From an optimization exercise on the open Yosys and OpenROAD flow, aimed at small area, a short achievable clock period and few clock cycles per item; shortcuts taken in it are not production practice. In this exercise RTL edits were held to simulation tests only and were not proved equivalent to the original.

==> inputs of trial 25 <==
## dual_wheel_incremental_pid_drive
module dual_wheel_incremental_pid_drive #(
	parameter int TICK_BITS = dwpid_pkg::TICK_BITS
) (
	input  logic                        clk,
	input  logic                        arst_n,
	input  logic                        psel,
	input  logic                        penable,
	input  logic                        pwrite,
	input  logic [4:0]                  paddr,
	input  logic [31:0]                 pwdata,
	output logic [31:0]                 prdata,
	output logic                        pready,
	input  logic                        in_valid,
	output logic                        in_stall,
	input  logic [2:0]                  cmd,
	input  logic signed [15:0]          speed,
	input  logic signed [TICK_BITS-1:0] left_ticks,
	input  logic signed [TICK_BITS-1:0] right_ticks,
	output logic                        out_valid,
	input  logic                        out_stall,
	output logic [15:0]                 left_duty,
	output logic [1:0]                  left_dir,
	output logic [15:0]                 right_duty,
  ...
export LEC_CHECK = 0
export CAP_MARGIN = 20
export CORE_MARGIN = 2
export CORE_UTILIZATION = 55
export SETUP_SLACK_MARGIN = 5
export SLEW_MARGIN = 20
export TNS_END_PERCENT = 10
create_clock -name core_clock -period 12.0 [get_ports {clk}]
run.sh (not shown) runs the stock make flow with config.mk's settings and CLKGATE_MAP_FILE= SYNTH_SCRIPT=/design/flow/synth_recipe.tcl, a recipe that flattens the netlist after the stock synthesis.
==> build 84: changes against trial 25 <==
==> flow/flow/run.sh (new file) <==
#!/bin/bash
set -o pipefail
export SETUP_SLACK_MARGIN=5.6
export TNS_END_PERCENT=10
bash standard.sh > standard.log 2>&1
==> flow/standard.sh (new file) <==
#!/bin/bash
# synth_recipe.tcl (not shown) runs the flow's synth.tcl, then flattens the netlist and writes it again
# the make line also repeats each setting of config.mk as NAME=value (left out here)
make -C /OpenROAD-flow-scripts/flow DESIGN_CONFIG=/design/flow/config.mk WORK_HOME=/design/flow/orfs CLKGATE_MAP_FILE= SYNTH_SCRIPT=/design/flow/synth_recipe.tcl "${@:-finish}"
SETUP_SLACK_MARGIN = default   (was 5)
TNS_END_PERCENT = default   (was 10)
removed: flow/run.sh
==> trial 59: changes against trial 25 <==
--- a/flow/design.v
+++ b/flow/design.v
@@ -8179,17 +8179,18 @@
 	input  logic               clk,
 	input  logic               arst_n,
 	input  logic               adv,
 	input  logic               upd_pid,    
 	input  logic               upd_acc,    
 	input  logic               upd_out,    
 	input  logic               run6,
 	input  logic [15:0]        tk0,
-	input  logic signed [16:0] tgt0,
+	input  logic signed [15:0] spd1,       
+	input  logic               tneg0,      
 	input  logic [15:0]        scale,
 	input  logic [15:0]        kp,
 	input  logic [15:0]        ki,
 	input  logic [15:0]        kd,
 	input  logic [21:0]        hlim,
 	input  logic signed [22:0] nhlim,      
 	input  logic [3:0]         sh,
 	input  logic [31:0]        pwm_mul,
@@ -8207,31 +8208,35 @@
 		.a    (scale),
 		.b    (tks),
 		.k    (NEG ? scale : 16'd0),
 		.bias (dneg ? 8'd255 : 8'd0),
 		.y    (pq)
 	);
 	logic signed [25:0] pq1;
 	logic signed [15:0] meas2, meas3, meas4, meas5, meas6;
-	logic signed [16:0] tgt1;
+	logic               tneg1;
 	logic [15:0]        tk1, tk2, tk3, tk4, tk5, tk6;
 	logic signed [15:0] meas_c;
 	logic               eclip;
 	logic signed [16:0] e_c;
 	logic signed [17:0] d1_c;
 	logic signed [18:0] d2_c;
+	logic signed [18:0] x_c;
 	logic signed [16:0] e1_q;
-	logic signed [17:0] g1_q;      
+	logic signed [18:0] x1_q;      
 	assign meas_c = (pq1 > 26'sd32767) ? 16'sd32767 :
 	                (pq1 < -26'sd32768) ? -16'sd32768 : 16'(pq1);
-	assign eclip  = (tgt1 == 17'sd32768) && (meas_c == -16'sd32768);
-	assign e_c    = 17'(18'(tgt1) - 18'(meas_c) - 18'(eclip));
-	assign d1_c   = 18'(tgt1) - 18'(meas_c) - 18'(eclip) - 18'(e1_q);
-	assign d2_c   = 19'(tgt1) - 19'(meas_c) - 19'(eclip) - 19'(e1_q) - 19'(g1_q);
+	logic signed [18:0] tx;
+	assign tx     = 19'(spd1) ^ {19{tneg1}};
+	assign eclip  = tneg1 && (spd1 == -16'sd32768) && (meas_c == -16'sd32768);
+	assign e_c    = 17'(tx + 19'(tneg1) - 19'(meas_c) - 19'(eclip));
+	assign d1_c   = 18'(tx + 19'(tneg1) - 19'(meas_c) - 19'(eclip) - 19'(e1_q));
+	assign d2_c   = tx + 19'(tneg1) - 19'(meas_c) - 19'(eclip) - x1_q;
+	assign x_c    = (tx + 19'(tneg1) - 19'(meas_c) - 19'(eclip)) * 19'sd2 - 19'(e1_q);
 	logic signed [16:0] e2;
 	logic signed [17:0] d12;
 	logic signed [18:0] d22;
 	logic [37:0] dr0_c, dr1_c;
 	dwpid_mul_pid u_pid (
 		.kp (kp), .ki (ki), .kd (kd), .d1 (d12), .e (e2), .d2 (d22),
 		.r0 (dr0_c), .r1 (dr1_c)
 	);
@@ -8266,17 +8271,17 @@
 	logic [9:0]  oh6;
 	logic [15:0] q_c;
 	dwpid_mul_rb u_rb (.a (pwm_mul), .b (oh6), .k (ra6), .y (q_c));
 	assign dir = (duty == 16'd0) ? dwpid_pkg::DIR_STOP :
 	             neg7 ? dwpid_pkg::DIR_BACKWARD : dwpid_pkg::DIR_FORWARD;
 	always_ff @(posedge clk) begin
 		if (adv) begin
 			pq1   <= pq;
-			tgt1  <= tgt0;
+			tneg1 <= tneg0;
 			tk1   <= tk0;
 			e2    <= e_c;
 			d12   <= d1_c;
 			d22   <= d2_c;
 			meas2 <= meas_c;
 			tk2   <= tk1;
 			dr03  <= dr0_c;
 			dr13  <= dr1_c;
@@ -8298,23 +8303,23 @@
 			duty  <= run6 ? q_c : 16'd0;
 			neg7  <= neg6;
 			speed <= meas6;
 		end
 	end
 	always_ff @(posedge clk or negedge arst_n) begin
 		if (!arst_n) begin
 			e1_q  <= '0;
-			g1_q  <= '0;
+			x1_q  <= '0;
 			acc_q <= '0;
 			odo   <= '0;
 		end else begin
 			if (upd_pid) begin
 				e1_q <= e_c;
-				g1_q <= d1_c;
+				x1_q <= x_c;
 			end
 			if (upd_acc) acc_q <= acc_c;
 			if (upd_out) odo <= NEG ? odo - 32'($signed(tk6)) : odo + 32'($signed(tk6));
 		end
 	end
 endmodule
 module dual_wheel_incremental_pid_drive #(
 	parameter int TICK_BITS = dwpid_pkg::TICK_BITS
@@ -8459,34 +8464,38 @@
 		end
 	end
 	always_ff @(posedge clk) begin
 		if (adv) begin
 			run_q <= {run_q[NST-2:1], run0};
 		end
 	end
 	assign out_valid = v_q[NST];
-	logic signed [16:0] spd, ltgt, rtgt;
-	assign spd  = 17'($signed(spd0));
-	assign ltgt = (cmd0 == dwpid_pkg::CMD_BACKWARD || cmd0 == dwpid_pkg::CMD_LEFT) ? -spd : spd;
-	assign rtgt = (cmd0 == dwpid_pkg::CMD_BACKWARD || cmd0 == dwpid_pkg::CMD_RIGHT) ? -spd : spd;
+	logic signed [15:0] spd1;
+	logic               lneg, rneg;
+	assign lneg = cmd0 == dwpid_pkg::CMD_BACKWARD || cmd0 == dwpid_pkg::CMD_LEFT;
+	assign rneg = cmd0 == dwpid_pkg::CMD_BACKWARD || cmd0 == dwpid_pkg::CMD_RIGHT;
+	always_ff @(posedge clk) begin
+		if (adv) spd1 <= spd0;
+	end
 	logic upd_pid, upd_acc, upd_out;
 	assign upd_pid = adv && v_q[1] && run_q[1];
 	assign upd_acc = adv && v_q[3] && run_q[3];
 	assign upd_out = adv && v_q[6];
 	dwpid_lane #(.NEG(1'b1)) u_left (
 		.clk     (clk),
 		.arst_n  (arst_n),
 		.adv     (adv),
 		.upd_pid (upd_pid),
 		.upd_acc (upd_acc),
 		.upd_out (upd_out),
 		.run6    (run_q[6]),
 		.tk0     (lt0),
-		.tgt0    (ltgt),
+		.spd1    (spd1),
+		.tneg0   (lneg),
 		.scale   (cfg_q.velocity_scale),
 		.kp      (cfg_q.kp_centi),
 		.ki      (cfg_q.ki_centi),
 		.kd      (cfg_q.kd_centi),
 		.hlim    (hlim_q),
 		.nhlim   (nhlim_q),
 		.sh      (sh_q),
 		.pwm_mul (pwm_mul),
@@ -8499,17 +8508,18 @@
 		.clk     (clk),
 		.arst_n  (arst_n),
 		.adv     (adv),
 		.upd_pid (upd_pid),
 		.upd_acc (upd_acc),
 		.upd_out (upd_out),
 		.run6    (run_q[6]),
 		.tk0     (rt0),
-		.tgt0    (rtgt),
+		.spd1    (spd1),
+		.tneg0   (rneg),
 		.scale   (cfg_q.velocity_scale),
 		.kp      (cfg_q.kp_centi),
 		.ki      (cfg_q.ki_centi),
 		.kd      (cfg_q.kd_centi),
 		.hlim    (hlim_q),
 		.nhlim   (nhlim_q),
 		.sh      (sh_q),
 		.pwm_mul (pwm_mul),
==> flow/flow/run.sh (new file) <==
#!/bin/bash
set -o pipefail
export SETUP_SLACK_MARGIN=5.8
export TNS_END_PERCENT=10
bash standard.sh > standard.log 2>&1
==> flow/standard.sh (new file) <==
#!/bin/bash
# synth_recipe.tcl (not shown) runs the flow's synth.tcl, then flattens the netlist and writes it again
# the make line also repeats each setting of config.mk as NAME=value (left out here)
make -C /OpenROAD-flow-scripts/flow DESIGN_CONFIG=/design/flow/config.mk WORK_HOME=/design/flow/orfs CLKGATE_MAP_FILE= SYNTH_SCRIPT=/design/flow/synth_recipe.tcl "${@:-finish}"
SETUP_SLACK_MARGIN = default   (was 5)
TNS_END_PERCENT = default   (was 10)
removed: flow/run.sh
==> trial 95: changes against trial 25 <==
--- a/flow/design.v
+++ b/flow/design.v
@@ -8179,17 +8179,18 @@
 	input  logic               clk,
 	input  logic               arst_n,
 	input  logic               adv,
 	input  logic               upd_pid,    
 	input  logic               upd_acc,    
 	input  logic               upd_out,    
 	input  logic               run6,
 	input  logic [15:0]        tk0,
-	input  logic signed [16:0] tgt0,
+	input  logic signed [15:0] spd1,       
+	input  logic               tneg0,      
 	input  logic [15:0]        scale,
 	input  logic [15:0]        kp,
 	input  logic [15:0]        ki,
 	input  logic [15:0]        kd,
 	input  logic [21:0]        hlim,
 	input  logic signed [22:0] nhlim,      
 	input  logic [3:0]         sh,
 	input  logic [31:0]        pwm_mul,
@@ -8207,31 +8208,35 @@
 		.a    (scale),
 		.b    (tks),
 		.k    (NEG ? scale : 16'd0),
 		.bias (dneg ? 8'd255 : 8'd0),
 		.y    (pq)
 	);
 	logic signed [25:0] pq1;
 	logic signed [15:0] meas2, meas3, meas4, meas5, meas6;
-	logic signed [16:0] tgt1;
+	logic               tneg1;
 	logic [15:0]        tk1, tk2, tk3, tk4, tk5, tk6;
 	logic signed [15:0] meas_c;
 	logic               eclip;
 	logic signed [16:0] e_c;
 	logic signed [17:0] d1_c;
 	logic signed [18:0] d2_c;
+	logic signed [18:0] x_c;
 	logic signed [16:0] e1_q;
-	logic signed [17:0] g1_q;      
+	logic signed [18:0] x1_q;      
 	assign meas_c = (pq1 > 26'sd32767) ? 16'sd32767 :
 	                (pq1 < -26'sd32768) ? -16'sd32768 : 16'(pq1);
-	assign eclip  = (tgt1 == 17'sd32768) && (meas_c == -16'sd32768);
-	assign e_c    = 17'(18'(tgt1) - 18'(meas_c) - 18'(eclip));
-	assign d1_c   = 18'(tgt1) - 18'(meas_c) - 18'(eclip) - 18'(e1_q);
-	assign d2_c   = 19'(tgt1) - 19'(meas_c) - 19'(eclip) - 19'(e1_q) - 19'(g1_q);
+	logic signed [18:0] tx;
+	assign tx     = 19'(spd1) ^ {19{tneg1}};
+	assign eclip  = tneg1 && (spd1 == -16'sd32768) && (meas_c == -16'sd32768);
+	assign e_c    = 17'(tx + 19'(tneg1) - 19'(meas_c) - 19'(eclip));
+	assign d1_c   = 18'(tx + 19'(tneg1) - 19'(meas_c) - 19'(eclip) - 19'(e1_q));
+	assign d2_c   = tx + 19'(tneg1) - 19'(meas_c) - 19'(eclip) - x1_q;
+	assign x_c    = (tx + 19'(tneg1) - 19'(meas_c) - 19'(eclip)) * 19'sd2 - 19'(e1_q);
 	logic signed [16:0] e2;
 	logic signed [17:0] d12;
 	logic signed [18:0] d22;
 	logic [37:0] dr0_c, dr1_c;
 	dwpid_mul_pid u_pid (
 		.kp (kp), .ki (ki), .kd (kd), .d1 (d12), .e (e2), .d2 (d22),
 		.r0 (dr0_c), .r1 (dr1_c)
 	);
@@ -8266,17 +8271,17 @@
 	logic [9:0]  oh6;
 	logic [15:0] q_c;
 	dwpid_mul_rb u_rb (.a (pwm_mul), .b (oh6), .k (ra6), .y (q_c));
 	assign dir = (duty == 16'd0) ? dwpid_pkg::DIR_STOP :
 	             neg7 ? dwpid_pkg::DIR_BACKWARD : dwpid_pkg::DIR_FORWARD;
 	always_ff @(posedge clk) begin
 		if (adv) begin
 			pq1   <= pq;
-			tgt1  <= tgt0;
+			tneg1 <= tneg0;
 			tk1   <= tk0;
 			e2    <= e_c;
 			d12   <= d1_c;
 			d22   <= d2_c;
 			meas2 <= meas_c;
 			tk2   <= tk1;
 			dr03  <= dr0_c;
 			dr13  <= dr1_c;
@@ -8298,23 +8303,23 @@
 			duty  <= run6 ? q_c : 16'd0;
 			neg7  <= neg6;
 			speed <= meas6;
 		end
 	end
 	always_ff @(posedge clk or negedge arst_n) begin
 		if (!arst_n) begin
 			e1_q  <= '0;
-			g1_q  <= '0;
+			x1_q  <= '0;
 			acc_q <= '0;
 			odo   <= '0;
 		end else begin
 			if (upd_pid) begin
 				e1_q <= e_c;
-				g1_q <= d1_c;
+				x1_q <= x_c;
 			end
 			if (upd_acc) acc_q <= acc_c;
 			if (upd_out) odo <= NEG ? odo - 32'($signed(tk6)) : odo + 32'($signed(tk6));
 		end
 	end
 endmodule
 module dual_wheel_incremental_pid_drive #(
 	parameter int TICK_BITS = dwpid_pkg::TICK_BITS
@@ -8459,34 +8464,38 @@
 		end
 	end
 	always_ff @(posedge clk) begin
 		if (adv) begin
 			run_q <= {run_q[NST-2:1], run0};
 		end
 	end
 	assign out_valid = v_q[NST];
-	logic signed [16:0] spd, ltgt, rtgt;
-	assign spd  = 17'($signed(spd0));
-	assign ltgt = (cmd0 == dwpid_pkg::CMD_BACKWARD || cmd0 == dwpid_pkg::CMD_LEFT) ? -spd : spd;
-	assign rtgt = (cmd0 == dwpid_pkg::CMD_BACKWARD || cmd0 == dwpid_pkg::CMD_RIGHT) ? -spd : spd;
+	logic signed [15:0] spd1;
+	logic               lneg, rneg;
+	assign lneg = cmd0 == dwpid_pkg::CMD_BACKWARD || cmd0 == dwpid_pkg::CMD_LEFT;
+	assign rneg = cmd0 == dwpid_pkg::CMD_BACKWARD || cmd0 == dwpid_pkg::CMD_RIGHT;
+	always_ff @(posedge clk) begin
+		if (adv) spd1 <= spd0;
+	end
 	logic upd_pid, upd_acc, upd_out;
 	assign upd_pid = adv && v_q[1] && run_q[1];
 	assign upd_acc = adv && v_q[3] && run_q[3];
 	assign upd_out = adv && v_q[6];
 	dwpid_lane #(.NEG(1'b1)) u_left (
 		.clk     (clk),
 		.arst_n  (arst_n),
 		.adv     (adv),
 		.upd_pid (upd_pid),
 		.upd_acc (upd_acc),
 		.upd_out (upd_out),
 		.run6    (run_q[6]),
 		.tk0     (lt0),
-		.tgt0    (ltgt),
+		.spd1    (spd1),
+		.tneg0   (lneg),
 		.scale   (cfg_q.velocity_scale),
 		.kp      (cfg_q.kp_centi),
 		.ki      (cfg_q.ki_centi),
 		.kd      (cfg_q.kd_centi),
 		.hlim    (hlim_q),
 		.nhlim   (nhlim_q),
 		.sh      (sh_q),
 		.pwm_mul (pwm_mul),
@@ -8499,17 +8508,18 @@
 		.clk     (clk),
 		.arst_n  (arst_n),
 		.adv     (adv),
 		.upd_pid (upd_pid),
 		.upd_acc (upd_acc),
 		.upd_out (upd_out),
 		.run6    (run_q[6]),
 		.tk0     (rt0),
-		.tgt0    (rtgt),
+		.spd1    (spd1),
+		.tneg0   (rneg),
 		.scale   (cfg_q.velocity_scale),
 		.kp      (cfg_q.kp_centi),
 		.ki      (cfg_q.ki_centi),
 		.kd      (cfg_q.kd_centi),
 		.hlim    (hlim_q),
 		.nhlim   (nhlim_q),
 		.sh      (sh_q),
 		.pwm_mul (pwm_mul),
==> flow/flow/run.sh (new file) <==
#!/bin/bash
set -o pipefail
export SETUP_SLACK_MARGIN=6.0
export TNS_END_PERCENT=5
bash standard.sh > standard.log 2>&1
==> flow/standard.sh (new file) <==
#!/bin/bash
# synth_recipe.tcl (not shown) runs the flow's synth.tcl, then flattens the netlist and writes it again
# the make line also repeats each setting of config.mk as NAME=value (left out here)
make -C /OpenROAD-flow-scripts/flow DESIGN_CONFIG=/design/flow/config.mk WORK_HOME=/design/flow/orfs CLKGATE_MAP_FILE= SYNTH_SCRIPT=/design/flow/synth_recipe.tcl "${@:-finish}"
SETUP_SLACK_MARGIN = default   (was 5)
TNS_END_PERCENT = default   (was 10)
removed: flow/run.sh
==> qor summary <==
                                                               trial 25       trial 59       build 84         trial 95
Outcome                                no timing/DRC/antenna violations  no timing/DRC/antenna violations  no timing/DRC/antenna violations  no timing/DRC/antenna violations
M2 GR Usage                                                       52.6%          52.2%          53.3%            52.4%
Proportion of synthesized chip area in sequential cells           23.4%          23.3%          23.4%            23.3%
Final Skew                                                    0.0703 ns      0.0951 ns      0.0694 ns        0.0982 ns
Synthesized-area fraction occupied by xor and xnor cells          2.65%          2.62%          2.65%            2.62%
Fraction of standard cell area that is sequential                 21.7%          21.1%          21.3%            21.0%
Worst Min Path Start                                      u_left.tk4[3]  u_left.tk1[2]  u_left.tk4[3]  u_left.meas6[8]
Area of the multi-input gates                              118000 sq um   119000 sq um   119000 sq um     120000 sq um
Antenna violations before repair                                     58             45             59               44
Routed length on met3                                          43900 um       39000 um       45200 um         39500 um
Length of routed wiring on met1                               205000 um      207000 um      207000 um        206000 um
Fmax achieved                                                   144 MHz        156 MHz        152 MHz          156 MHz
Portion of the layout cell area used by clock cells               3.03%          3.17%          2.98%            3.15%
Post-DR wirelength/cell                                         24.6 um        24.0 um        24.8 um          23.9 um
Distinct cells, synth                                               108            104            108              104
Pre-CTS worst setup slack                                       3.65 ns        4.66 ns        3.65 ns          4.66 ns
Mean instance size in the synthesized netlist                10.4 sq um     10.4 sq um     10.4 sq um       10.4 sq um
Testbench counts of trial 25, summed over its fixed seeds: cycles 2,112, items 2,048.
Testbench counts of build 84, summed over its fixed seeds: cycles 2,112, items 2,048.
Testbench counts of trial 59, summed over its fixed seeds: cycles 2,112, items 2,048.
Testbench counts of trial 95, summed over its fixed seeds: cycles 2,112, items 2,048.

what the ideal ports hide:
No port has a modelled driver above. Below, the same layouts with a new extraction and two added sets of constraints.
Step 1 sets driving cells, clkbuf_16 on the clock port and buf_2 on the other inputs (assumed; they add their load-dependent delay and slew).
Step 2 times the ports against the registers' clock, not the clock port: input delays grow and output delays shrink by t, the midpoint of the rising clock arrivals with the driver on.
a / b / c = ideal / step 1 / step 2; a / b = the first two.
| run | t (ns) | setup WS [ns] | worst setup path at the end | worst register clock-pin slew, ns | worst slew at a driven data input, ns |
|---|---|---|---|---|---|
| trial 25 | 0.950 | 5.051 / 5.051 / 5.051 | register to register | 0.07 / 0.07 | 0.29 |
| build 84 | 0.945 | 5.411 / 5.411 / 5.411 | register to register | 0.07 / 0.07 | 0.29 |
| trial 59 | 0.969 | 5.588 / 5.588 / 5.588 | register to register | 0.07 / 0.07 | 0.30 |
| trial 95 | 0.966 | 5.581 / 5.581 / 5.581 | register to register | 0.07 / 0.07 | 0.30 |
After both steps every run listed still meets setup and hold.
